Background: an optimization exercise with open tools, aiming at small area. Do not read the settings as production practice. Function was checked by simulation only, so behaviour that the tests miss may differ from the original. Power is estimated from default activity; no workload was simulated.

==> flow/design.v <==
`timescale 1ns/1ps
module trig_seq_ctrl #(
    parameter int N_CH  = 4,
    parameter int CNT_W = 32,
    parameter int NUM_W = 16
) (
    input  logic                   clk,
    input  logic                   rst_n,
    input  logic                   trigger_in,
    input  logic                   sw_trig,
    input  logic [1:0]             cfg_edge_mode,
    input  logic [N_CH-1:0]        cfg_ch_en,
    input  logic [N_CH*CNT_W-1:0]  cfg_delay,
    input  logic [N_CH*CNT_W-1:0]  cfg_cycle,
    input  logic [N_CH*CNT_W-1:0]  cfg_width,
    input  logic [N_CH*NUM_W-1:0]  cfg_pic_num,
    input  logic                   ovr_clr,
    output logic [N_CH-1:0]        trig_to_camera,
    output logic [N_CH-1:0]        trig_to_core,
    output logic [N_CH-1:0]        busy,
    output logic [N_CH-1:0]        overrun
);
    localparam logic [CNT_W-1:0] CNT_ONE  = 1;
    localparam logic [NUM_W-1:0] NUM_ONE  = 1;
    logic sync1, sync2, sync_prev, hw_evt, hw_edge, evt;
    always_ff @(posedge clk or negedge rst_n) begin
        if (!rst_n) begin
            sync1     <= 1'b0;
            sync2     <= 1'b0;
            sync_prev <= 1'b0;
            hw_evt    <= 1'b0;
        end else begin
            sync1     <= trigger_in;
            sync2     <= sync1;
            sync_prev <= sync2;
            hw_evt    <= hw_edge;
        end
    end
    always_comb begin
        hw_edge = 1'b0;
        case (cfg_edge_mode)
            2'b00:   hw_edge = sync2 & ~sync_prev;
            2'b01:   hw_edge = ~sync2 & sync_prev;
            2'b10:   hw_edge = sync2 ^ sync_prev;
            default: hw_edge = 1'b0;
        endcase
    end
    assign evt = hw_evt | sw_trig;
    for (genvar i = 0; i < N_CH; i++) begin : g_ch
        logic             busy_q, cam_q, core_q, ovr_q;
        logic             dly_q, shrt_q;
        logic [CNT_W-1:0] cnt, w_q, c_q;
        logic [NUM_W-1:0] p_q;
        logic [CNT_W-1:0] cfg_d, cfg_c, cfg_w;
        logic [NUM_W-1:0] cfg_p;
        logic             d_zero, en, go, run, eq_w, eq_c, d_end, p_last, hi_end, start;
        assign cfg_d  = cfg_delay[i*CNT_W +: CNT_W];
        assign cfg_c  = cfg_cycle[i*CNT_W +: CNT_W];
        assign cfg_w  = cfg_width[i*CNT_W +: CNT_W];
        assign cfg_p  = cfg_pic_num[i*NUM_W +: NUM_W];
        assign en     = cfg_ch_en[i];
        assign d_zero = (cfg_d == '0);
        assign eq_w   = (cnt[CNT_W-1:1] == w_q[CNT_W-1:1]) && (cnt[0] || !w_q[0]);
        assign eq_c   = (cnt[CNT_W-1:1] == c_q[CNT_W-1:1]) && (cnt[0] || !c_q[0]);
        assign d_end  = &cnt[CNT_W-1:1];
        assign p_last = (p_q == NUM_ONE);
        assign go     = !busy_q && evt && en && (cfg_p != '0);
        assign run    = busy_q && en;
        assign hi_end = cam_q && eq_w;
        assign start  = (go && d_zero) ||
                        (run && (dly_q ? d_end : (!cam_q && (eq_c || shrt_q))));
        always_ff @(posedge clk or negedge rst_n) begin
            if (!rst_n) begin
                busy_q <= 1'b0;
                cam_q  <= 1'b0;
                core_q <= 1'b0;
                ovr_q  <= 1'b0;
            end else begin
                busy_q <= go || (run && !(hi_end && p_last));
                cam_q  <= start || (run && cam_q && !eq_w);
                core_q <= start;
                ovr_q  <= (evt && busy_q) || (ovr_q && !ovr_clr);
            end
        end
        always_ff @(posedge clk) begin
            if (busy_q) begin
                dly_q  <= dly_q && !d_end;
                shrt_q <= cam_q && (shrt_q || eq_c);
                cnt    <= start ? CNT_ONE : cnt + CNT_ONE;
                p_q    <= p_q - {{(NUM_W-1){1'b0}}, hi_end};
            end else begin
                dly_q  <= !d_zero;
                shrt_q <= 1'b0;
                cnt    <= d_zero ? CNT_ONE : ~cfg_d;
                w_q    <= cfg_w;
                c_q    <= cfg_c;
                p_q    <= cfg_p;
            end
        end
        assign trig_to_camera[i] = cam_q;
        assign trig_to_core[i]   = core_q;
        assign busy[i]           = busy_q;
        assign overrun[i]        = ovr_q;
    end
endmodule
Settings: LEC_CHECK=0, CAP_MARGIN=20, CORE_MARGIN=2, CORE_UTILIZATION=40, SLEW_MARGIN=20; clock period 12.0 ns.
standard.sh (not shown) runs the stock make flow with config.mk's settings and CLKGATE_MAP_FILE= SYNTH_SCRIPT=/design/flow/synth_recipe.tcl, a recipe that flattens the netlist after the stock synthesis.
==> flow/flow/run.sh <==
#!/bin/bash
# Standard ORFS layout (standard synthesis unchanged) with two changes:
#  - port buffers are the smallest buffer, buf_1, instead of the resizer's default pick;
#  - CTS does not add dummy loads and uses smaller clock buffers.
set -euo pipefail
export BUFFER_PORTS_ARGS="-buffer_cell sky130_fd_sc_hd__buf_1"
export CTS_ARGS="-sink_clustering_enable -repair_clock_nets -dont_use_dummy_load -buf_list {sky130_fd_sc_hd__clkbuf_4 sky130_fd_sc_hd__clkbuf_8}"
bash standard.sh finish > make_finish.log 2>&1
Next try:
==> flow/flow/run.sh (replaced) <==
#!/bin/bash
# Standard ORFS layout (standard synthesis unchanged) with two changes:
#  - port buffers are the smallest buffer, buf_1, instead of the resizer's default pick;
#  - CTS adds no dummy loads and clusters more sinks per (smaller) clock buffer.
set -euo pipefail
export BUFFER_PORTS_ARGS="-buffer_cell sky130_fd_sc_hd__buf_1"
export CTS_ARGS="-sink_clustering_enable -repair_clock_nets -dont_use_dummy_load -buf_list {sky130_fd_sc_hd__clkbuf_8} -sink_clustering_size 16 -sink_clustering_max_diameter 150"
bash standard.sh finish > make_finish.log 2>&1
CORE_UTILIZATION = 60   (was 40)
PLACE_DENSITY = 0.7   (was default)
Effect: Clock power is lower by a quarter to a third. Die area is lower by a quarter to a third. Area after synthesis does not change. Maximum frequency is lower by a few percent.

==> port drivers added, routing unchanged <==
How much do the figures lean on ideal ports? The routed layouts below were timed once more, with nothing changed but the port constraints. Step 1 (the two cells are an assumption about what drives the block):
set clk [get_ports {clk}]
set_driving_cell -lib_cell sky130_fd_sc_hd__clkbuf_16 $clk
set_driving_cell -lib_cell sky130_fd_sc_hd__buf_2 [delete_from_list [all_inputs] $clk]
Step 2 times the ports against the registers' clock, not the clock port: input delays grow and output delays shrink by t, the midpoint of the rising clock arrivals with the driver on. a / b / c = no drivers / after step 1 / after step 2; a / b = the first two.
run | t, ns | setup WS [ns] | worst setup path after step 2 | clock arrival spread, ns | slew at the worst register clock pin (ns)
the first run | 0.669 | 8.066 / 8.066 / 7.484 | input to register | 0.063 / 0.063 | 0.07 / 0.07
the second run | 0.649 | 7.872 / 7.821 / 7.306 | input to register | 0.048 / 0.048 | 0.11 / 0.11
After both steps setup and hold are still met in every run listed. For the first run, which loses most, drivers alone change the setup slack by 0.000 ns; drivers and shift together by -0.582 ns.
